Context: an optimization exercise on an open-source flow, tuned for small area and a short achievable clock period. The choices shown serve that exercise and are no tape-out recipe. Only simulation tests tie the RTL to the original design; equivalence was not proved. Power and IR drop assume default switching activity.

==> flow/design.v <==
`timescale 1ns/1ps
package synthPkg;
	localparam int NumVoices = 4;
	localparam int VoiceIdxW = 2;
	localparam int PhaseW = 32;
	localparam int SampleW = 16;
	localparam int AmpW = 16;
	localparam int AccW = SampleW + VoiceIdxW;
	localparam logic [1:0] WaveSaw      = 2'd0;
	localparam logic [1:0] WaveSquare   = 2'd1;
	localparam logic [1:0] WaveTriangle = 2'd2;
	localparam logic [1:0] WaveOff      = 2'd3;
endpackage
`timescale 1ns/1ps
module voiceRegs (
	input  logic                           MAX10_CLK2_50,
	input  logic                           arstN,
	input  logic                           cfgWe,
	input  logic                           cfgKind,
	input  logic [synthPkg::VoiceIdxW-1:0] cfgVoice,
	input  logic [31:0]                    cfgData,
	input  logic [synthPkg::VoiceIdxW-1:0] rdVoice,
	output logic [synthPkg::PhaseW-1:0]    rdIncr,
	output logic [1:0]                     rdWave,
	output logic [synthPkg::AmpW-1:0]      rdAmp
);
	logic [synthPkg::PhaseW-1:0] incrReg [synthPkg::NumVoices];
	logic [synthPkg::AmpW-1:0]   ampReg  [synthPkg::NumVoices];
	logic [1:0]                  waveReg [synthPkg::NumVoices];
	logic [synthPkg::NumVoices-1:0] incrValid;
	always_ff @(posedge MAX10_CLK2_50) begin
		if (cfgWe) begin
			if (!cfgKind) begin
				incrReg[cfgVoice] <= cfgData;
			end else begin
				ampReg[cfgVoice] <= cfgData[15:0];
			end
		end
	end
	always_ff @(posedge MAX10_CLK2_50 or negedge arstN) begin
		if (!arstN) begin
			incrValid <= '0;
			for (int v = 0; v < synthPkg::NumVoices; v++) begin
				waveReg[v] <= synthPkg::WaveOff;
			end
		end else if (cfgWe) begin
			if (!cfgKind) begin
				incrValid[cfgVoice] <= 1'b1;
			end else begin
				waveReg[cfgVoice] <= cfgData[17:16];
			end
		end
	end
	assign rdIncr = incrValid[rdVoice] ? incrReg[rdVoice] : '0;
	assign rdWave = waveReg[rdVoice];
	assign rdAmp  = ampReg[rdVoice];
endmodule
`timescale 1ns/1ps
module voiceEngine (
	input  logic                                MAX10_CLK2_50,
	input  logic                                arstN,
	input  logic [7:0]                          tick,
	input  logic                                first,
	output logic [synthPkg::VoiceIdxW-1:0]      rdVoice,
	input  logic [synthPkg::PhaseW-1:0]         rdIncr,
	input  logic [1:0]                          rdWave,
	input  logic [synthPkg::AmpW-1:0]           rdAmp,
	output logic                                frameDone,
	output logic [synthPkg::SampleW-1:0]        mixed
);
	localparam int PW = synthPkg::PhaseW;
	localparam int SW = synthPkg::SampleW;
	localparam int AW = synthPkg::AccW;
	logic                 running;
	logic [1:0]           voiceIdx;
	logic                 start;
	logic                 frame0;
	logic [PW-1:0]        phase [synthPkg::NumVoices];
	logic [PW-1:0]        curPhase;
	logic [SW-2:0]        fold;
	logic [SW-1:0]        waveVal;
	logic                 v1Valid, v1First, v1Last;
	logic                 v2Valid, v2First, v2Last;
	logic                 v3Last;
	logic [SW-1:0]        r1Wave;
	logic [SW-1:0]        r1Amp;
	logic [SW-1:0]        r2RowS;
	logic [SW-1:0]        r2RowC;
	logic                 r2Cin;
	logic [SW-1:0]        rowS;
	logic [SW-1:0]        rowC;
	logic                 rowCin;
	logic [SW-1:0]        scaled;
	logic [AW-1:0]        acc;
	assign rdVoice = voiceIdx;
	assign start = !running && (first ? (tick <= 8'd40) : (tick == 8'd8));
	assign frame0 = first && (tick < 8'd5);
	assign curPhase = frame0 ? '0 : phase[0];
	always_ff @(posedge MAX10_CLK2_50 or negedge arstN) begin
		if (!arstN) begin
			running  <= 1'b0;
			voiceIdx <= '0;
			v1Valid  <= 1'b0;
			v1First  <= 1'b0;
			v1Last   <= 1'b0;
			v2Valid  <= 1'b0;
			v2First  <= 1'b0;
			v2Last   <= 1'b0;
			v3Last   <= 1'b0;
		end else begin
			if (running) begin
				voiceIdx <= voiceIdx + 1'b1;
				if (voiceIdx == 2'd3) begin
					running <= 1'b0;
				end
			end else if (start) begin
				running <= 1'b1;
			end
			v1Valid <= running;
			v1First <= running && voiceIdx == 2'd0;
			v1Last  <= running && voiceIdx == 2'd3;
			v2Valid <= v1Valid;
			v2First <= v1First;
			v2Last  <= v1Last;
			v3Last  <= v2Last;
		end
	end
	assign frameDone = v3Last;
	always_ff @(posedge MAX10_CLK2_50) begin
		if (running) begin
			phase[0] <= phase[1];
			phase[1] <= phase[2];
			phase[2] <= phase[3];
			phase[3] <= curPhase + rdIncr;
		end
	end
	assign fold = curPhase[PW-1] ? ~curPhase[PW-2 -: SW-1] : curPhase[PW-2 -: SW-1];
	always_comb begin
		case (rdWave)
			synthPkg::WaveSaw:      waveVal = curPhase[PW-1 -: SW];
			synthPkg::WaveSquare:   waveVal = curPhase[PW-1] ? 16'h8000 : 16'h7fff;
			synthPkg::WaveTriangle: waveVal = {~fold[SW-2], fold[SW-3:0], 1'b0};
			default:                waveVal = '0;
		endcase
	end
	always_ff @(posedge MAX10_CLK2_50) begin
		r1Wave <= waveVal;
		r1Amp  <= rdAmp;
		r2RowS <= rowS;
		r2RowC <= rowC;
		r2Cin  <= rowCin;
		if (v2Valid) begin
			acc <= (v2First ? '0 : acc) + {{(AW-SW){scaled[SW-1]}}, scaled};
		end
	end
	mulRows mul0 (
		.w    (r1Wave),
		.a    (r1Amp),
		.rowS (rowS),
		.rowC (rowC),
		.cin  (rowCin)
	);
	assign scaled = r2RowS + r2RowC + SW'(r2Cin);
	always_comb begin
		if (acc[AW-1] && !(&acc[AW-2:SW-1])) begin
			mixed = 16'h8000;
		end else if (!acc[AW-1] && (|acc[AW-2:SW-1])) begin
			mixed = 16'h7fff;
		end else begin
			mixed = acc[SW-1:0];
		end
	end
endmodule
module mulRows (
	input  logic [15:0] w,
	input  logic [15:0] a,
	output logic [15:0] rowS,
	output logic [15:0] rowC,
	output logic        cin
);
	logic t0, t1, t2, t3, t4, t5, t6, t7, t8, t9, t10, t11, t12, t13, t14, t15, t16, t17, t18, t19, t20, t21, t22, t23, t24, t25, t26, t27, t28, t29, t30, t31, t32, t33, t34, t35, t36, t37, t38, t39, t40, t41, t42, t43, t44, t45, t46, t47, t48, t49, t50, t51, t52, t53, t54, t55, t56, t57, t58, t59, t60, t61, t62, t63, t64, t65, t66, t67, t68, t69, t70, t71, t72, t73, t74, t75, t76, t77, t78, t79, t80, t81, t82, t83, t84, t85, t86, t87, t88, t89, t90, t91, t92, t93, t94, t95, t96, t97, t98, t99, t100, t101, t102, t103, t104, t105, t106, t107, t108, t109, t110, t111, t112, t113, t114, t115, t116, t117, t118, t119, t120, t121, t122, t123, t124, t125, t126, t127, t128, t129, t130, t131, t132, t133, t134, t135, t136, t137, t138, t139, t140, t141, t142, t143, t144, t145, t146, t147, t148, t149, t150, t151, t152, t153, t154, t155, t156, t157, t158, t159, t160, t161, t162, t163, t164, t165, t166, t167, t168, t169, t170, t171, t172, t173, t174, t175, t176, t177, t178, t179, t180, t181, t182, t183, t184, t185, t186, t187, t188, t189, t190, t191, t192, t193, t194, t195, t196, t197, t198, t199, t200, t201, t202, t203, t204, t205, t206, t207, t208, t209, t210, t211, t212, t213, t214, t215, t216, t217, t218, t219, t220, t221, t222, t223, t224, t225, t226, t227, t228, t229, t230, t231, t232, t233, t234, t235, t236, t237, t238, t239, t240, t241, t242, t243, t244, t245, t246, t247, t248, t249, t250, t251, t252, t253, t254, t255, t256, t257, t258, t259, t260, t261, t262, t263, t264, t265, t266, t267, t268, t269, t270, t271, t272, t273, t274, t275, t276, t277, t278, t279, t280, t281, t282, t283, t284, t285, t286, t287, t288, t289, t290, t291, t292, t293, t294, t295, t296, t297, t298, t299, t300, t301, t302, t303, t304, t305, t306, t307, t308, t309, t310, t311, t312, t313, t314, t315, t316, t317, t318, t319, t320, t321, t322, t323, t324, t325, t326, t327, t328, t329, t330, t331, t332, t333, t334, t335, t336, t337, t338, t339, t340, t341, t342, t343, t344, t345, t346, t347, t348, t349, t350, t351, t352, t353, t354, t355, t356, t357, t358, t359, t360, t361, t362, t363, t364, t365, t366, t367, t368, t369, t370, t371, t372, t373, t374, t375, t376, t377, t378, t379, t380, t381, t382, t383, t384, t385, t386, t387, t388, t389, t390, t391, t392, t393, t394, t395, t396, t397, t398, t399, t400, t401, t402, t403, t404, t405;
	logic [15:0] lowS, lowC;
	logic [16:0] lowSum;
	assign t0 = w[1];
	assign t1 = w[0] ^ 1'b0;
	assign t2 = (w[1] & ~w[0] & ~1'b0) | (~w[1] & w[0] & 1'b0);
	assign t3 = ((t1 & a[0])) ^ t0;
	assign t4 = ((t1 & a[1]) | (t2 & a[0])) ^ t0;
	assign t5 = ((t1 & a[2]) | (t2 & a[1])) ^ t0;
	assign t6 = ((t1 & a[3]) | (t2 & a[2])) ^ t0;
	assign t7 = ((t1 & a[4]) | (t2 & a[3])) ^ t0;
	assign t8 = ((t1 & a[5]) | (t2 & a[4])) ^ t0;
	assign t9 = ((t1 & a[6]) | (t2 & a[5])) ^ t0;
	assign t10 = ((t1 & a[7]) | (t2 & a[6])) ^ t0;
	assign t11 = ((t1 & a[8]) | (t2 & a[7])) ^ t0;
	assign t12 = ((t1 & a[9]) | (t2 & a[8])) ^ t0;
	assign t13 = ((t1 & a[10]) | (t2 & a[9])) ^ t0;
	assign t14 = ((t1 & a[11]) | (t2 & a[10])) ^ t0;
	assign t15 = ((t1 & a[12]) | (t2 & a[11])) ^ t0;
	assign t16 = ((t1 & a[13]) | (t2 & a[12])) ^ t0;
	assign t17 = ((t1 & a[14]) | (t2 & a[13])) ^ t0;
	assign t18 = ((t1 & a[15]) | (t2 & a[14])) ^ t0;
	assign t19 = ((t2 & a[15])) ^ t0;
	assign t20 = ~t0;
	assign t21 = w[3];
	assign t22 = w[2] ^ w[1];
	assign t23 = (w[3] & ~w[2] & ~w[1]) | (~w[3] & w[2] & w[1]);
	assign t24 = ((t22 & a[0])) ^ t21;
	assign t25 = ((t22 & a[1]) | (t23 & a[0])) ^ t21;
	assign t26 = ((t22 & a[2]) | (t23 & a[1])) ^ t21;
	assign t27 = ((t22 & a[3]) | (t23 & a[2])) ^ t21;
	assign t28 = ((t22 & a[4]) | (t23 & a[3])) ^ t21;
	assign t29 = ((t22 & a[5]) | (t23 & a[4])) ^ t21;
	assign t30 = ((t22 & a[6]) | (t23 & a[5])) ^ t21;
	assign t31 = ((t22 & a[7]) | (t23 & a[6])) ^ t21;
	assign t32 = ((t22 & a[8]) | (t23 & a[7])) ^ t21;
	assign t33 = ((t22 & a[9]) | (t23 & a[8])) ^ t21;
	assign t34 = ((t22 & a[10]) | (t23 & a[9])) ^ t21;
	assign t35 = ((t22 & a[11]) | (t23 & a[10])) ^ t21;
	assign t36 = ((t22 & a[12]) | (t23 & a[11])) ^ t21;
	assign t37 = ((t22 & a[13]) | (t23 & a[12])) ^ t21;
	assign t38 = ((t22 & a[14]) | (t23 & a[13])) ^ t21;
	assign t39 = ((t22 & a[15]) | (t23 & a[14])) ^ t21;
	assign t40 = ((t23 & a[15])) ^ t21;
	assign t41 = ~t21;
	assign t42 = w[5];
	assign t43 = w[4] ^ w[3];
	assign t44 = (w[5] & ~w[4] & ~w[3]) | (~w[5] & w[4] & w[3]);
	assign t45 = ((t43 & a[0])) ^ t42;
	assign t46 = ((t43 & a[1]) | (t44 & a[0])) ^ t42;
	assign t47 = ((t43 & a[2]) | (t44 & a[1])) ^ t42;
	assign t48 = ((t43 & a[3]) | (t44 & a[2])) ^ t42;
	assign t49 = ((t43 & a[4]) | (t44 & a[3])) ^ t42;
	assign t50 = ((t43 & a[5]) | (t44 & a[4])) ^ t42;
	assign t51 = ((t43 & a[6]) | (t44 & a[5])) ^ t42;
	assign t52 = ((t43 & a[7]) | (t44 & a[6])) ^ t42;
	assign t53 = ((t43 & a[8]) | (t44 & a[7])) ^ t42;
	assign t54 = ((t43 & a[9]) | (t44 & a[8])) ^ t42;
	assign t55 = ((t43 & a[10]) | (t44 & a[9])) ^ t42;
	assign t56 = ((t43 & a[11]) | (t44 & a[10])) ^ t42;
	assign t57 = ((t43 & a[12]) | (t44 & a[11])) ^ t42;
	assign t58 = ((t43 & a[13]) | (t44 & a[12])) ^ t42;
	assign t59 = ((t43 & a[14]) | (t44 & a[13])) ^ t42;
	assign t60 = ((t43 & a[15]) | (t44 & a[14])) ^ t42;
	assign t61 = ((t44 & a[15])) ^ t42;
	assign t62 = ~t42;
	assign t63 = w[7];
	assign t64 = w[6] ^ w[5];
	assign t65 = (w[7] & ~w[6] & ~w[5]) | (~w[7] & w[6] & w[5]);
	assign t66 = ((t64 & a[0])) ^ t63;
	assign t67 = ((t64 & a[1]) | (t65 & a[0])) ^ t63;
	assign t68 = ((t64 & a[2]) | (t65 & a[1])) ^ t63;
	assign t69 = ((t64 & a[3]) | (t65 & a[2])) ^ t63;
	assign t70 = ((t64 & a[4]) | (t65 & a[3])) ^ t63;
	assign t71 = ((t64 & a[5]) | (t65 & a[4])) ^ t63;
	assign t72 = ((t64 & a[6]) | (t65 & a[5])) ^ t63;
	assign t73 = ((t64 & a[7]) | (t65 & a[6])) ^ t63;
	assign t74 = ((t64 & a[8]) | (t65 & a[7])) ^ t63;
	assign t75 = ((t64 & a[9]) | (t65 & a[8])) ^ t63;
	assign t76 = ((t64 & a[10]) | (t65 & a[9])) ^ t63;
	assign t77 = ((t64 & a[11]) | (t65 & a[10])) ^ t63;
	assign t78 = ((t64 & a[12]) | (t65 & a[11])) ^ t63;
	assign t79 = ((t64 & a[13]) | (t65 & a[12])) ^ t63;
	assign t80 = ((t64 & a[14]) | (t65 & a[13])) ^ t63;
	assign t81 = ((t64 & a[15]) | (t65 & a[14])) ^ t63;
	assign t82 = ((t65 & a[15])) ^ t63;
	assign t83 = ~t63;
	assign t84 = w[9];
	assign t85 = w[8] ^ w[7];
	assign t86 = (w[9] & ~w[8] & ~w[7]) | (~w[9] & w[8] & w[7]);
	assign t87 = ((t85 & a[0])) ^ t84;
	assign t88 = ((t85 & a[1]) | (t86 & a[0])) ^ t84;
	assign t89 = ((t85 & a[2]) | (t86 & a[1])) ^ t84;
	assign t90 = ((t85 & a[3]) | (t86 & a[2])) ^ t84;
	assign t91 = ((t85 & a[4]) | (t86 & a[3])) ^ t84;
	assign t92 = ((t85 & a[5]) | (t86 & a[4])) ^ t84;
	assign t93 = ((t85 & a[6]) | (t86 & a[5])) ^ t84;
	assign t94 = ((t85 & a[7]) | (t86 & a[6])) ^ t84;
	assign t95 = ((t85 & a[8]) | (t86 & a[7])) ^ t84;
	assign t96 = ((t85 & a[9]) | (t86 & a[8])) ^ t84;
	assign t97 = ((t85 & a[10]) | (t86 & a[9])) ^ t84;
	assign t98 = ((t85 & a[11]) | (t86 & a[10])) ^ t84;
	assign t99 = ((t85 & a[12]) | (t86 & a[11])) ^ t84;
	assign t100 = ((t85 & a[13]) | (t86 & a[12])) ^ t84;
	assign t101 = ((t85 & a[14]) | (t86 & a[13])) ^ t84;
	assign t102 = ((t85 & a[15]) | (t86 & a[14])) ^ t84;
	assign t103 = ((t86 & a[15])) ^ t84;
	assign t104 = ~t84;
	assign t105 = w[11];
	assign t106 = w[10] ^ w[9];
	assign t107 = (w[11] & ~w[10] & ~w[9]) | (~w[11] & w[10] & w[9]);
	assign t108 = ((t106 & a[0])) ^ t105;
	assign t109 = ((t106 & a[1]) | (t107 & a[0])) ^ t105;
	assign t110 = ((t106 & a[2]) | (t107 & a[1])) ^ t105;
	assign t111 = ((t106 & a[3]) | (t107 & a[2])) ^ t105;
	assign t112 = ((t106 & a[4]) | (t107 & a[3])) ^ t105;
	assign t113 = ((t106 & a[5]) | (t107 & a[4])) ^ t105;
	assign t114 = ((t106 & a[6]) | (t107 & a[5])) ^ t105;
	assign t115 = ((t106 & a[7]) | (t107 & a[6])) ^ t105;
	assign t116 = ((t106 & a[8]) | (t107 & a[7])) ^ t105;
	assign t117 = ((t106 & a[9]) | (t107 & a[8])) ^ t105;
	assign t118 = ((t106 & a[10]) | (t107 & a[9])) ^ t105;
	assign t119 = ((t106 & a[11]) | (t107 & a[10])) ^ t105;
	assign t120 = ((t106 & a[12]) | (t107 & a[11])) ^ t105;
	assign t121 = ((t106 & a[13]) | (t107 & a[12])) ^ t105;
	assign t122 = ((t106 & a[14]) | (t107 & a[13])) ^ t105;
	assign t123 = ((t106 & a[15]) | (t107 & a[14])) ^ t105;
	assign t124 = ((t107 & a[15])) ^ t105;
	assign t125 = ~t105;
	assign t126 = w[13];
	assign t127 = w[12] ^ w[11];
	assign t128 = (w[13] & ~w[12] & ~w[11]) | (~w[13] & w[12] & w[11]);
	assign t129 = ((t127 & a[0])) ^ t126;
	assign t130 = ((t127 & a[1]) | (t128 & a[0])) ^ t126;
	assign t131 = ((t127 & a[2]) | (t128 & a[1])) ^ t126;
	assign t132 = ((t127 & a[3]) | (t128 & a[2])) ^ t126;
	assign t133 = ((t127 & a[4]) | (t128 & a[3])) ^ t126;
	assign t134 = ((t127 & a[5]) | (t128 & a[4])) ^ t126;
	assign t135 = ((t127 & a[6]) | (t128 & a[5])) ^ t126;
	assign t136 = ((t127 & a[7]) | (t128 & a[6])) ^ t126;
	assign t137 = ((t127 & a[8]) | (t128 & a[7])) ^ t126;
	assign t138 = ((t127 & a[9]) | (t128 & a[8])) ^ t126;
	assign t139 = ((t127 & a[10]) | (t128 & a[9])) ^ t126;
	assign t140 = ((t127 & a[11]) | (t128 & a[10])) ^ t126;
	assign t141 = ((t127 & a[12]) | (t128 & a[11])) ^ t126;
	assign t142 = ((t127 & a[13]) | (t128 & a[12])) ^ t126;
	assign t143 = ((t127 & a[14]) | (t128 & a[13])) ^ t126;
	assign t144 = ((t127 & a[15]) | (t128 & a[14])) ^ t126;
	assign t145 = ((t128 & a[15])) ^ t126;
	assign t146 = ~t126;
	assign t147 = w[15];
	assign t148 = w[14] ^ w[13];
	assign t149 = (w[15] & ~w[14] & ~w[13]) | (~w[15] & w[14] & w[13]);
	assign t150 = ((t148 & a[0])) ^ t147;
	assign t151 = ((t148 & a[1]) | (t149 & a[0])) ^ t147;
	assign t152 = ((t148 & a[2]) | (t149 & a[1])) ^ t147;
	assign t153 = ((t148 & a[3]) | (t149 & a[2])) ^ t147;
	assign t154 = ((t148 & a[4]) | (t149 & a[3])) ^ t147;
	assign t155 = ((t148 & a[5]) | (t149 & a[4])) ^ t147;
	assign t156 = ((t148 & a[6]) | (t149 & a[5])) ^ t147;
	assign t157 = ((t148 & a[7]) | (t149 & a[6])) ^ t147;
	assign t158 = ((t148 & a[8]) | (t149 & a[7])) ^ t147;
	assign t159 = ((t148 & a[9]) | (t149 & a[8])) ^ t147;
	assign t160 = ((t148 & a[10]) | (t149 & a[9])) ^ t147;
	assign t161 = ((t148 & a[11]) | (t149 & a[10])) ^ t147;
	assign t162 = ((t148 & a[12]) | (t149 & a[11])) ^ t147;
	assign t163 = ((t148 & a[13]) | (t149 & a[12])) ^ t147;
	assign t164 = ((t148 & a[14]) | (t149 & a[13])) ^ t147;
	assign t165 = ((t148 & a[15]) | (t149 & a[14])) ^ t147;
	assign t166 = ((t149 & a[15])) ^ t147;
	assign t167 = ~t147;
	assign t168 = t13 ^ t32;
	assign t169 = t13 & t32;
	assign t170 = t14 ^ t33;
	assign t171 = t14 & t33;
	assign t172 = t15 ^ t34 ^ t53;
	assign t173 = (t15 & t34) | (t15 & t53) | (t34 & t53);
	assign t174 = t72 ^ t91;
	assign t175 = t72 & t91;
	assign t176 = t16 ^ t35 ^ t54;
	assign t177 = (t16 & t35) | (t16 & t54) | (t35 & t54);
	assign t178 = t73 ^ t92;
	assign t179 = t73 & t92;
	assign t180 = t17 ^ t36 ^ t55;
	assign t181 = (t17 & t36) | (t17 & t55) | (t36 & t55);
	assign t182 = t74 ^ t93 ^ t112;
	assign t183 = (t74 & t93) | (t74 & t112) | (t93 & t112);
	assign t184 = t131 ^ t150;
	assign t185 = t131 & t150;
	assign t186 = t18 ^ t37 ^ t56;
	assign t187 = (t18 & t37) | (t18 & t56) | (t37 & t56);
	assign t188 = t75 ^ t94 ^ t113;
	assign t189 = (t75 & t94) | (t75 & t113) | (t94 & t113);
	assign t190 = t132 ^ t151;
	assign t191 = t132 & t151;
	assign t192 = t19 ^ t38 ^ t57;
	assign t193 = (t19 & t38) | (t19 & t57) | (t38 & t57);
	assign t194 = t76 ^ t95 ^ t114;
	assign t195 = (t76 & t95) | (t76 & t114) | (t95 & t114);
	assign t196 = t133 ^ t152;
	assign t197 = t133 & t152;
	assign t198 = t20 ^ t39 ^ t58;
	assign t199 = (t20 & t39) | (t20 & t58) | (t39 & t58);
	assign t200 = t77 ^ t96 ^ t115;
	assign t201 = (t77 & t96) | (t77 & t115) | (t96 & t115);
	assign t202 = t134 ^ t153 ^ 1'b1;
	assign t203 = (t134 & t153) | (t134 & 1'b1) | (t153 & 1'b1);
	assign t204 = t40 ^ t59 ^ t78;
	assign t205 = (t40 & t59) | (t40 & t78) | (t59 & t78);
	assign t206 = t97 ^ t116 ^ t135;
	assign t207 = (t97 & t116) | (t97 & t135) | (t116 & t135);
	assign t208 = t154 ^ 1'b1;
	assign t209 = t154 & 1'b1;
	assign t210 = t41 ^ t60 ^ t79;
	assign t211 = (t41 & t60) | (t41 & t79) | (t60 & t79);
	assign t212 = t98 ^ t117 ^ t136;
	assign t213 = (t98 & t117) | (t98 & t136) | (t117 & t136);
	assign t214 = t61 ^ t80 ^ t99;
	assign t215 = (t61 & t80) | (t61 & t99) | (t80 & t99);
	assign t216 = t118 ^ t137;
	assign t217 = t118 & t137;
	assign t218 = t62 ^ t81 ^ t100;
	assign t219 = (t62 & t81) | (t62 & t100) | (t81 & t100);
	assign t220 = t82 ^ t101;
	assign t221 = t82 & t101;
	assign t222 = t9 ^ t28;
	assign t223 = t9 & t28;
	assign t224 = t10 ^ t29;
	assign t225 = t10 & t29;
	assign t226 = t11 ^ t30 ^ t49;
	assign t227 = (t11 & t30) | (t11 & t49) | (t30 & t49);
	assign t228 = t68 ^ t87;
	assign t229 = t68 & t87;
	assign t230 = t12 ^ t31 ^ t50;
	assign t231 = (t12 & t31) | (t12 & t50) | (t31 & t50);
	assign t232 = t69 ^ t88;
	assign t233 = t69 & t88;
	assign t234 = t168 ^ t51 ^ t70;
	assign t235 = (t168 & t51) | (t168 & t70) | (t51 & t70);
	assign t236 = t89 ^ t108 ^ t105;
	assign t237 = (t89 & t108) | (t89 & t105) | (t108 & t105);
	assign t238 = t169 ^ t170 ^ t52;
	assign t239 = (t169 & t170) | (t169 & t52) | (t170 & t52);
	assign t240 = t71 ^ t90 ^ t109;
	assign t241 = (t71 & t90) | (t71 & t109) | (t90 & t109);
	assign t242 = t171 ^ t172 ^ t174;
	assign t243 = (t171 & t172) | (t171 & t174) | (t172 & t174);
	assign t244 = t110 ^ t129 ^ t126;
	assign t245 = (t110 & t129) | (t110 & t126) | (t129 & t126);
	assign t246 = t173 ^ t175 ^ t176;
	assign t247 = (t173 & t175) | (t173 & t176) | (t175 & t176);
	assign t248 = t178 ^ t111 ^ t130;
	assign t249 = (t178 & t111) | (t178 & t130) | (t111 & t130);
	assign t250 = t177 ^ t179 ^ t180;
	assign t251 = (t177 & t179) | (t177 & t180) | (t179 & t180);
	assign t252 = t182 ^ t184 ^ t147;
	assign t253 = (t182 & t184) | (t182 & t147) | (t184 & t147);
	assign t254 = t181 ^ t183 ^ t185;
	assign t255 = (t181 & t183) | (t181 & t185) | (t183 & t185);
	assign t256 = t186 ^ t188 ^ t190;
	assign t257 = (t186 & t188) | (t186 & t190) | (t188 & t190);
	assign t258 = t187 ^ t189 ^ t191;
	assign t259 = (t187 & t189) | (t187 & t191) | (t189 & t191);
	assign t260 = t192 ^ t194 ^ t196;
	assign t261 = (t192 & t194) | (t192 & t196) | (t194 & t196);
	assign t262 = t193 ^ t195 ^ t197;
	assign t263 = (t193 & t195) | (t193 & t197) | (t195 & t197);
	assign t264 = t198 ^ t200 ^ t202;
	assign t265 = (t198 & t200) | (t198 & t202) | (t200 & t202);
	assign t266 = t199 ^ t201 ^ t203;
	assign t267 = (t199 & t201) | (t199 & t203) | (t201 & t203);
	assign t268 = t204 ^ t206 ^ t208;
	assign t269 = (t204 & t206) | (t204 & t208) | (t206 & t208);
	assign t270 = t205 ^ t207 ^ t209;
	assign t271 = (t205 & t207) | (t205 & t209) | (t207 & t209);
	assign t272 = t210 ^ t212 ^ t155;
	assign t273 = (t210 & t212) | (t210 & t155) | (t212 & t155);
	assign t274 = t211 ^ t213 ^ t214;
	assign t275 = (t211 & t213) | (t211 & t214) | (t213 & t214);
	assign t276 = t216 ^ t156 ^ 1'b1;
	assign t277 = (t216 & t156) | (t216 & 1'b1) | (t156 & 1'b1);
	assign t278 = t215 ^ t217 ^ t218;
	assign t279 = (t215 & t217) | (t215 & t218) | (t217 & t218);
	assign t280 = t119 ^ t138 ^ t157;
	assign t281 = (t119 & t138) | (t119 & t157) | (t138 & t157);
	assign t282 = t219 ^ t220 ^ t120;
	assign t283 = (t219 & t220) | (t219 & t120) | (t220 & t120);
	assign t284 = t139 ^ t158 ^ 1'b1;
	assign t285 = (t139 & t158) | (t139 & 1'b1) | (t158 & 1'b1);
	assign t286 = t221 ^ t83 ^ t102;
	assign t287 = (t221 & t83) | (t221 & t102) | (t83 & t102);
	assign t288 = t121 ^ t140 ^ t159;
	assign t289 = (t121 & t140) | (t121 & t159) | (t140 & t159);
	assign t290 = t103 ^ t122 ^ t141;
	assign t291 = (t103 & t122) | (t103 & t141) | (t122 & t141);
	assign t292 = t160 ^ 1'b1;
	assign t293 = t160 & 1'b1;
	assign t294 = t104 ^ t123 ^ t142;
	assign t295 = (t104 & t123) | (t104 & t142) | (t123 & t142);
	assign t296 = t124 ^ t143;
	assign t297 = t124 & t143;
	assign t298 = t7 ^ t26;
	assign t299 = t7 & t26;
	assign t300 = t8 ^ t27;
	assign t301 = t8 & t27;
	assign t302 = t222 ^ t47 ^ t66;
	assign t303 = (t222 & t47) | (t222 & t66) | (t47 & t66);
	assign t304 = t223 ^ t224 ^ t48;
	assign t305 = (t223 & t224) | (t223 & t48) | (t224 & t48);
	assign t306 = t225 ^ t226 ^ t228;
	assign t307 = (t225 & t226) | (t225 & t228) | (t226 & t228);
	assign t308 = t227 ^ t229 ^ t230;
	assign t309 = (t227 & t229) | (t227 & t230) | (t229 & t230);
	assign t310 = t231 ^ t233 ^ t234;
	assign t311 = (t231 & t233) | (t231 & t234) | (t233 & t234);
	assign t312 = t235 ^ t237 ^ t238;
	assign t313 = (t235 & t237) | (t235 & t238) | (t237 & t238);
	assign t314 = t239 ^ t241 ^ t242;
	assign t315 = (t239 & t241) | (t239 & t242) | (t241 & t242);
	assign t316 = t243 ^ t245 ^ t246;
	assign t317 = (t243 & t245) | (t243 & t246) | (t245 & t246);
	assign t318 = t247 ^ t249 ^ t250;
	assign t319 = (t247 & t249) | (t247 & t250) | (t249 & t250);
	assign t320 = t251 ^ t253 ^ t254;
	assign t321 = (t251 & t253) | (t251 & t254) | (t253 & t254);
	assign t322 = t255 ^ t257 ^ t258;
	assign t323 = (t255 & t257) | (t255 & t258) | (t257 & t258);
	assign t324 = t259 ^ t261 ^ t262;
	assign t325 = (t259 & t261) | (t259 & t262) | (t261 & t262);
	assign t326 = t263 ^ t265 ^ t266;
	assign t327 = (t263 & t265) | (t263 & t266) | (t265 & t266);
	assign t328 = t267 ^ t269 ^ t270;
	assign t329 = (t267 & t269) | (t267 & t270) | (t269 & t270);
	assign t330 = t271 ^ t273 ^ t274;
	assign t331 = (t271 & t273) | (t271 & t274) | (t273 & t274);
	assign t332 = t275 ^ t277 ^ t278;
	assign t333 = (t275 & t277) | (t275 & t278) | (t277 & t278);
	assign t334 = t279 ^ t281 ^ t282;
	assign t335 = (t279 & t281) | (t279 & t282) | (t281 & t282);
	assign t336 = t283 ^ t285 ^ t286;
	assign t337 = (t283 & t285) | (t283 & t286) | (t285 & t286);
	assign t338 = t287 ^ t289 ^ t290;
	assign t339 = (t287 & t289) | (t287 & t290) | (t289 & t290);
	assign t340 = t291 ^ t293 ^ t294;
	assign t341 = (t291 & t293) | (t291 & t294) | (t293 & t294);
	assign t342 = t295 ^ t296 ^ t162;
	assign t343 = (t295 & t296) | (t295 & t162) | (t296 & t162);
	assign t344 = t297 ^ t125 ^ t144;
	assign t345 = (t297 & t125) | (t297 & t144) | (t125 & t144);
	assign t346 = t145 ^ t164;
	assign t347 = t145 & t164;
	assign t348 = t5 ^ t24;
	assign t349 = t5 & t24;
	assign t350 = t6 ^ t25;
	assign t351 = t6 & t25;
	assign t352 = t298 ^ t45 ^ t42;
	assign t353 = (t298 & t45) | (t298 & t42) | (t45 & t42);
	assign t354 = t299 ^ t300 ^ t46;
	assign t355 = (t299 & t300) | (t299 & t46) | (t300 & t46);
	assign t356 = t301 ^ t302 ^ t63;
	assign t357 = (t301 & t302) | (t301 & t63) | (t302 & t63);
	assign t358 = t303 ^ t304 ^ t67;
	assign t359 = (t303 & t304) | (t303 & t67) | (t304 & t67);
	assign t360 = t305 ^ t306 ^ t84;
	assign t361 = (t305 & t306) | (t305 & t84) | (t306 & t84);
	assign t362 = t307 ^ t308 ^ t232;
	assign t363 = (t307 & t308) | (t307 & t232) | (t308 & t232);
	assign t364 = t309 ^ t310 ^ t236;
	assign t365 = (t309 & t310) | (t309 & t236) | (t310 & t236);
	assign t366 = t311 ^ t312 ^ t240;
	assign t367 = (t311 & t312) | (t311 & t240) | (t312 & t240);
	assign t368 = t313 ^ t314 ^ t244;
	assign t369 = (t313 & t314) | (t313 & t244) | (t314 & t244);
	assign t370 = t315 ^ t316 ^ t248;
	assign t371 = (t315 & t316) | (t315 & t248) | (t316 & t248);
	assign t372 = t317 ^ t318 ^ t252;
	assign t373 = (t317 & t318) | (t317 & t252) | (t318 & t252);
	assign t374 = t319 ^ t320 ^ t256;
	assign t375 = (t319 & t320) | (t319 & t256) | (t320 & t256);
	assign t376 = t321 ^ t322 ^ t260;
	assign t377 = (t321 & t322) | (t321 & t260) | (t322 & t260);
	assign t378 = t323 ^ t324 ^ t264;
	assign t379 = (t323 & t324) | (t323 & t264) | (t324 & t264);
	assign t380 = t325 ^ t326 ^ t268;
	assign t381 = (t325 & t326) | (t325 & t268) | (t326 & t268);
	assign t382 = t327 ^ t328 ^ t272;
	assign t383 = (t327 & t328) | (t327 & t272) | (t328 & t272);
	assign t384 = t329 ^ t330 ^ t276;
	assign t385 = (t329 & t330) | (t329 & t276) | (t330 & t276);
	assign t386 = t331 ^ t332 ^ t280;
	assign t387 = (t331 & t332) | (t331 & t280) | (t332 & t280);
	assign t388 = t333 ^ t334 ^ t284;
	assign t389 = (t333 & t334) | (t333 & t284) | (t334 & t284);
	assign t390 = t335 ^ t336 ^ t288;
	assign t391 = (t335 & t336) | (t335 & t288) | (t336 & t288);
	assign t392 = t337 ^ t338 ^ t292;
	assign t393 = (t337 & t338) | (t337 & t292) | (t338 & t292);
	assign t394 = t339 ^ t340 ^ t161;
	assign t395 = (t339 & t340) | (t339 & t161) | (t340 & t161);
	assign t396 = t341 ^ t342 ^ 1'b1;
	assign t397 = (t341 & t342) | (t341 & 1'b1) | (t342 & 1'b1);
	assign t398 = t343 ^ t344 ^ t163;
	assign t399 = (t343 & t344) | (t343 & t163) | (t344 & t163);
	assign t400 = t345 ^ t346 ^ 1'b1;
	assign t401 = (t345 & t346) | (t345 & 1'b1) | (t346 & 1'b1);
	assign t402 = t347 ^ t146 ^ t165;
	assign t403 = (t347 & t146) | (t347 & t165) | (t146 & t165);
	assign t404 = t166 ^ 1'b1;
	assign t405 = t166 & 1'b1;
	assign lowS = {t373, t371, t369, t367, t365, t363, t361, t359, t357, t355, t353, t351, t349, t348, t4, t3};
	assign lowC = {t374, t372, t370, t368, t366, t364, t362, t360, t358, t356, t354, t352, t350, t21, 1'b0, t0};
	assign rowS = {t405, t403, t401, t399, t397, t395, t393, t391, t389, t387, t385, t383, t381, t379, t377, t375};
	assign rowC = {t167, t404, t402, t400, t398, t396, t394, t392, t390, t388, t386, t384, t382, t380, t378, t376};
	assign lowSum = {1'b0, lowS} + {1'b0, lowC};
	assign cin = lowSum[16];
endmodule
`timescale 1ns/1ps
module sampleFifo (
	input  logic                         MAX10_CLK2_50,
	input  logic [7:0]                   tick,
	input  logic                         first,
	input  logic                         frameDone,
	input  logic [synthPkg::SampleW-1:0] newSample,
	output logic [synthPkg::SampleW-1:0] curWord
);
	localparam int Depth = 8;
	logic [synthPkg::SampleW-1:0] word [Depth];
	logic loadHead;
	logic shift;
	assign loadHead = first ? (tick == 8'd7) : (tick == 8'd0);
	assign shift = first ? (frameDone && tick > 8'd7 && tick < 8'd47) : (tick == 8'd0);
	always_ff @(posedge MAX10_CLK2_50) begin
		if (loadHead) begin
			word[0] <= first ? newSample : word[1];
		end
		if (shift) begin
			for (int i = 1; i < Depth - 1; i++) begin
				word[i] <= word[i + 1];
			end
			word[Depth - 1] <= newSample;
		end
	end
	assign curWord = word[0];
endmodule
`timescale 1ns/1ps
module i2sTransmitter (
	input  logic                         MAX10_CLK2_50,
	input  logic                         arstN,
	output logic [7:0]                   tick,
	output logic                         first,
	input  logic [synthPkg::SampleW-1:0] curWord,
	input  logic                         newMsb,
	output logic                         i2sSclk,
	output logic                         i2sLrclk,
	output logic                         i2sData
);
	logic fall;
	logic [3:0] bitSel;
	assign i2sSclk = tick[2];
	assign fall = tick[2:0] == 3'd7;
	assign bitSel = ~tick[6:3];
	always_ff @(posedge MAX10_CLK2_50 or negedge arstN) begin
		if (!arstN) begin
			tick     <= '0;
			first    <= 1'b1;
			i2sLrclk <= 1'b0;
			i2sData  <= 1'b0;
		end else begin
			tick <= tick + 1'b1;
			if (tick == 8'd255) begin
				first <= 1'b0;
			end
			if (tick == 8'd135) begin
				i2sLrclk <= 1'b1;
			end else if (tick == 8'd7) begin
				i2sLrclk <= 1'b0;
			end
			if (fall) begin
				i2sData <= (first && tick == 8'd7) ? newMsb : curWord[bitSel];
			end
		end
	end
endmodule
`timescale 1ns/1ps
module fpgaSynth #(
	parameter int FifoDepth = 8,
	parameter int SclkDiv   = 4
) (
	input  logic        MAX10_CLK2_50,
	input  logic        arstN,
	input  logic        cfgWe,
	input  logic        cfgKind,
	input  logic [1:0]  cfgVoice,
	input  logic [31:0] cfgData,
	output logic        i2sSclk,
	output logic        i2sLrclk,
	output logic        i2sData
);
	logic [7:0]                     tick;
	logic                           first;
	logic [synthPkg::VoiceIdxW-1:0] rdVoice;
	logic [synthPkg::PhaseW-1:0]    rdIncr;
	logic [1:0]                     rdWave;
	logic [synthPkg::AmpW-1:0]      rdAmp;
	logic                           frameDone;
	logic [synthPkg::SampleW-1:0]   mixed;
	logic [synthPkg::SampleW-1:0]   curWord;
	voiceRegs regs0 (
		.MAX10_CLK2_50 (MAX10_CLK2_50),
		.arstN         (arstN),
		.cfgWe         (cfgWe),
		.cfgKind       (cfgKind),
		.cfgVoice      (cfgVoice),
		.cfgData       (cfgData),
		.rdVoice       (rdVoice),
		.rdIncr        (rdIncr),
		.rdWave        (rdWave),
		.rdAmp         (rdAmp)
	);
	voiceEngine engine0 (
		.MAX10_CLK2_50 (MAX10_CLK2_50),
		.arstN         (arstN),
		.tick          (tick),
		.first         (first),
		.rdVoice       (rdVoice),
		.rdIncr        (rdIncr),
		.rdWave        (rdWave),
		.rdAmp         (rdAmp),
		.frameDone     (frameDone),
		.mixed         (mixed)
	);
	sampleFifo fifo0 (
		.MAX10_CLK2_50 (MAX10_CLK2_50),
		.tick          (tick),
		.first         (first),
		.frameDone     (frameDone),
		.newSample     (mixed),
		.curWord       (curWord)
	);
	i2sTransmitter i2sTx0 (
		.MAX10_CLK2_50 (MAX10_CLK2_50),
		.arstN         (arstN),
		.tick          (tick),
		.first         (first),
		.curWord       (curWord),
		.newMsb        (mixed[synthPkg::SampleW-1]),
		.i2sSclk       (i2sSclk),
		.i2sLrclk      (i2sLrclk),
		.i2sData       (i2sData)
	);
endmodule
==> flow/run.sh <==
#!/bin/bash
# synth_recipe.tcl (not shown) runs the flow's synth.tcl, then flattens the netlist and writes it again
# the make line also repeats each setting of config.mk as NAME=value (left out here)
make -C /OpenROAD-flow-scripts/flow DESIGN_CONFIG=/design/flow/config.mk WORK_HOME=/design/flow/orfs CLKGATE_MAP_FILE= SYNTH_SCRIPT=/design/flow/synth_recipe.tcl finish
==> flow/config.mk <==
export PLATFORM = sky130hd
export DESIGN_NAME = fpgaSynth
export DESIGN_NICKNAME = fpgaSynth
export VERILOG_FILES = /design/flow/design.v
export SDC_FILE = /design/flow/constraint.sdc
export NUM_CORES = 4
export LEC_CHECK = 0
export CAP_MARGIN = 20
export CORE_MARGIN = 2
export CORE_UTILIZATION = 40
export SLEW_MARGIN = 20
==> flow/constraint.sdc <==
create_clock -name core_clock -period 11.0 [get_ports {MAX10_CLK2_50}]
set_input_delay 2.2000 -clock core_clock [delete_from_list [all_inputs] [get_ports {MAX10_CLK2_50}]]
set_output_delay 2.2000 -clock core_clock [all_outputs]
set_load 0.01 [all_outputs]
==> run notes <==
* Status: finished clean
* Worst EP arrival at roughly 5.3 ns
* Net count, final at between 2000 and 3000
* Mapped Cells at around 2700
* Starting Density at around two fifths
* CP startpoint: engine0.r1Amp[9]
* Post-synth EDFFs at about 470
* Worst VDD drop at 0.182 mV
* HPWL Detailed at ~48000 um
* Required time worst endpoint at 11.51 ns
* Synth cell count leaders: edfxtp_1, nand2_1, nor2_1
* Synth warnings at 7
* Area occupied by multi-input gates at 13000 um2
* Startpoint Class: register
* Number of antenna violations at the first check in global routing at 0
* Row count at just over 100
* Clock sinks at 564
* Unrepaired setup endpoints after global routing: no
* Synthesized cell area at roughly 30000 um2
* Drt via density at 5.49
* Number of distinct library cells after synthesis at approximately 70
* Final ANT Viol Nets at 0
* Flip-flop and latch area at 16200 um2
* Core Footprint at roughly 76000 um2
* Final worst path period need at approximately 4.8 ns
* Clock buffer depth at 3
* H-tree levels at 2
* Final setup fails at 0
* Worst Skew at approximately 0.036 ns
* Drc violations at 0
* Share of layout cells above drive strength 1 at a little under a tenth
* Worst-skew pair later-pin latency at roughly 0.63 ns
* Die width at about 280 um
* Place WS at slightly above 6 ns
* RR Startpoint: engine0.r1Amp[9]
* Power per cell area at 252 nW/um2
* Rel. slew slack at between 20% and 30%
* Fmax at 0.208 GHz
* Final core utilization at 44.4%
* Placed Cells at 3521
* Most frequent cell after synthesis: edfxtp_1
* Die ar. at approximately 78000 um2
* WS Path Type: register to register
* Share of the synthesized area in the top cell type at between 40% and 50%
* Routed wire length at 70100 um
* Crit path capture type: register
* # Max-Cap Violations at 0
* DR WL/cell at between 15 and 20 um
* Largest cells by area after synthesis: edfxtp_1, fa_1, ha_1
* Dpl cell area at between 30000 and 40000 um2
* Die Height at ~280 um
* Clock root cell: clkbuf_16
* Clock transition at path regs at 0.08 ns
* Area growth, synth to finish at 10.4%
* Critical path peak fanout at 19
* Number of global-route vias before repair at roughly 20000
* Vias at 19900
* Final period utilization at 43.7%
* Synthesized area per cell at between 10 and 15 um2
* Worst Tran Pin Value at about 1.0 ns
* LEAKAGE at about 12 nW
* Predominant post-synthesis flop cell: edfxtp_1
* Hold buffers post-CTS at 0
* Pre-antenna DRT Iters at 5
* Starting DRT DRC Count at 1841
* Hold Path Class: register to register
* RePlAce Congestion at just under 0.9
* Largest net degree at the start of global routing at 91
* CTS buffer count at 56
* Non-filler cells, final at 3627
* Min-delay src: engine0.v1Last
* Fill cells at 6848
* Ys async rst share at between 5 and 6%
* Gr usage total at 17.9%
* Global-route wire length before repair at 110000 um
* Max-slew violations at 0
* Number of buffers added on ports at 40
* Synth area leader: edfxtp_1
* Fin Setup TNS at 0 ns
* Grt ovf at 0
* # Post-CTS Setup Buffers at 0
* Io pins at just over 40
* CTS tree: built
* Hold Vio Cnt, Final at 0
* Synthesized Nets at ~2900
* CTS resizes at 0
* Final instance area at 33600 um2
* Antenna diodes at 0
* Yosys reg bits at between 500 and 600
* Sequential share of the synthesized area at 53.0%
* Final WS setup at about 6.2 ns
## flip-flops by register name, summed over array words and instances (netlist names), 2 cells and up
signal            flops
engine0.voiceIdx      2
engine0.r1Amp        16
fifo0.word          128
engine0.r2RowC       16
regs0.incrReg       128
regs0.incrValid       4
regs0.ampReg         64
i2sTx0.tick           8
engine0.phase       128
engine0.r2RowS       16
engine0.r1Wave       16
engine0.acc          18
regs0.waveReg         8
## layout make-up
| type | count | area share [%] |
|---|---|---|
| Clock buffer | 70 | 4.45 |
| Sequential cell | 564 | 48.1 |
| Clock inverter | 36 | 1.07 |
| Timing Repair Buffer | 81 | 2.20 |
| Tap cell | 978 | 3.64 |
| Inverter | 156 | 1.74 |
| Multi-Input combinational cell | 1742 | 38.8 |
## cell families (layout without fill, tap and decap cells)
kind of cell | after synthesis | count (layout) | synth area share [%]
AO/OA/AOI/OAI | 670 | 670 | 13.4
XOR/XNOR | 89 | 89 | 2.56
adder cells (fa/ha/maj) | 247 | 247 | 12.0
buffers and inverters | 349 | 343 | 4.34
flip-flops | 564 | 564 | 53.0
multiplexers | 77 | 77 | 4.80
AND/OR/NAND/NOR | 659 | 659 | 9.93
## metal layers
| metal | vias up | part of all wire, % | global-route usage, % |
|---|---|---|---|
| met1 | 9786 | 47 | 25.7 |
| met3 | 122 | 4.4 | 2.29 |
| li1 | 9504 | - | - |
| met4 | 0 | 3.0 | 6.42 |
| met2 | 513 | 46 | 28.0 |
| met5 | - | 0 | 0 |
## stage by stage
step / hold WS (ns) / total power (W)
final: 0.351 / 0.00848
after global routing: 0.354 / 0.00927
after CTS: 0.352 / 0.00857
after detailed placement: 0.338 / 0.00662
after global placement: 0.333 / 0.00654
after floorplan: 0.331 / 0.00562
## final timing paths
kind	end	slack, ns	cells past startpoint
worst max-delay path	engine0.r2Cin	6.19	15
worst min-delay path	engine0.v2Last	0.35	0
worst max register to register	engine0.r2Cin	6.19	15
worst min register to register	engine0.v2Last	0.35	0
max in group asynchronous	engine0.running	8.63	1
min in group asynchronous	regs0.incrValid[3]	1.70	1
## report_power, final
| group | switching [W] | internal [W] | leakage (nW) |
|---|---|---|---|
| clock network | 0.000821 | 0.00109 | 0.904 |
| logic | 0.00230 | 0.00165 | 5.93 |
| registers | 0.0000862 | 0.00253 | 5.14 |
## cell usage in the layout, fill, tap and decap left out, types with 15 or more instances in the layout
cell type        netlist  final
o221ai_1              15     15
o211ai_1              27     27
nor2_1               208    205
xnor2_1               54     54
mux4_2                53     53
a31oi_1               19     19
nand3_1               44     44
a21o_1                25     25
edfxtp_1             466    466
nand2b_1              20     20
and2_1                47     47
buf_4                  0     38
clkdlybuf4s50_1        0     39
clkbuf_16              0     57
a211oi_1              38     38
o21ai_0              184    184
maj3_1                48     48
nor2b_1               68     68
a22oi_1               38     38
inv_1                154    154
ha_1                 109    109
dfrtp_1               24     21
mux2_2                21     21
xor2_1                35     35
nand2_1              213    213
dfxtp_1               65     58
fa_1                  90     90
o22ai_1               42     42
a21oi_1              207    207
## critical path, cell delays in order, from the launching register on
cell and delay [ns]:
dfxtp_1 0.81, inv_1 0.45, o21a_1 0.29, o22ai_1 0.12, a21oi_1 0.08, fa_1 0.56, inv_1 0.05, fa_1 0.46
fa_1 0.49, inv_1 0.05, fa_1 0.45, ha_1 0.29, nor2b_1 0.13, o21ai_0 0.13, a21oi_1 0.09, a211o_1 0.22

==> separate check: timing with driven ports <==
The flow's constraints put no driver on any port. The routed layout listed below was extracted and timed again, unchanged, in two steps.
Step 1 assumes that a clkbuf_16 drives the clock port and a buf_2 every other input.
Step 2, shift: input delay + t, output delay - t, t = (earliest + latest rising clock arrival at the registers) / 2. This alone moves slack from input paths to output paths.
Three values: ideal ports, drivers, drivers and shift; two values: the first two.
shift t [ns]: 0.671
setup slack, ns: 6.195 / 6.195 / 6.195
worst setup path after step 2: register to register
After both steps setup and hold are still met in this run. For this run, drivers alone change the setup slack by 0.000 ns; drivers and shift together by 0.000 ns.
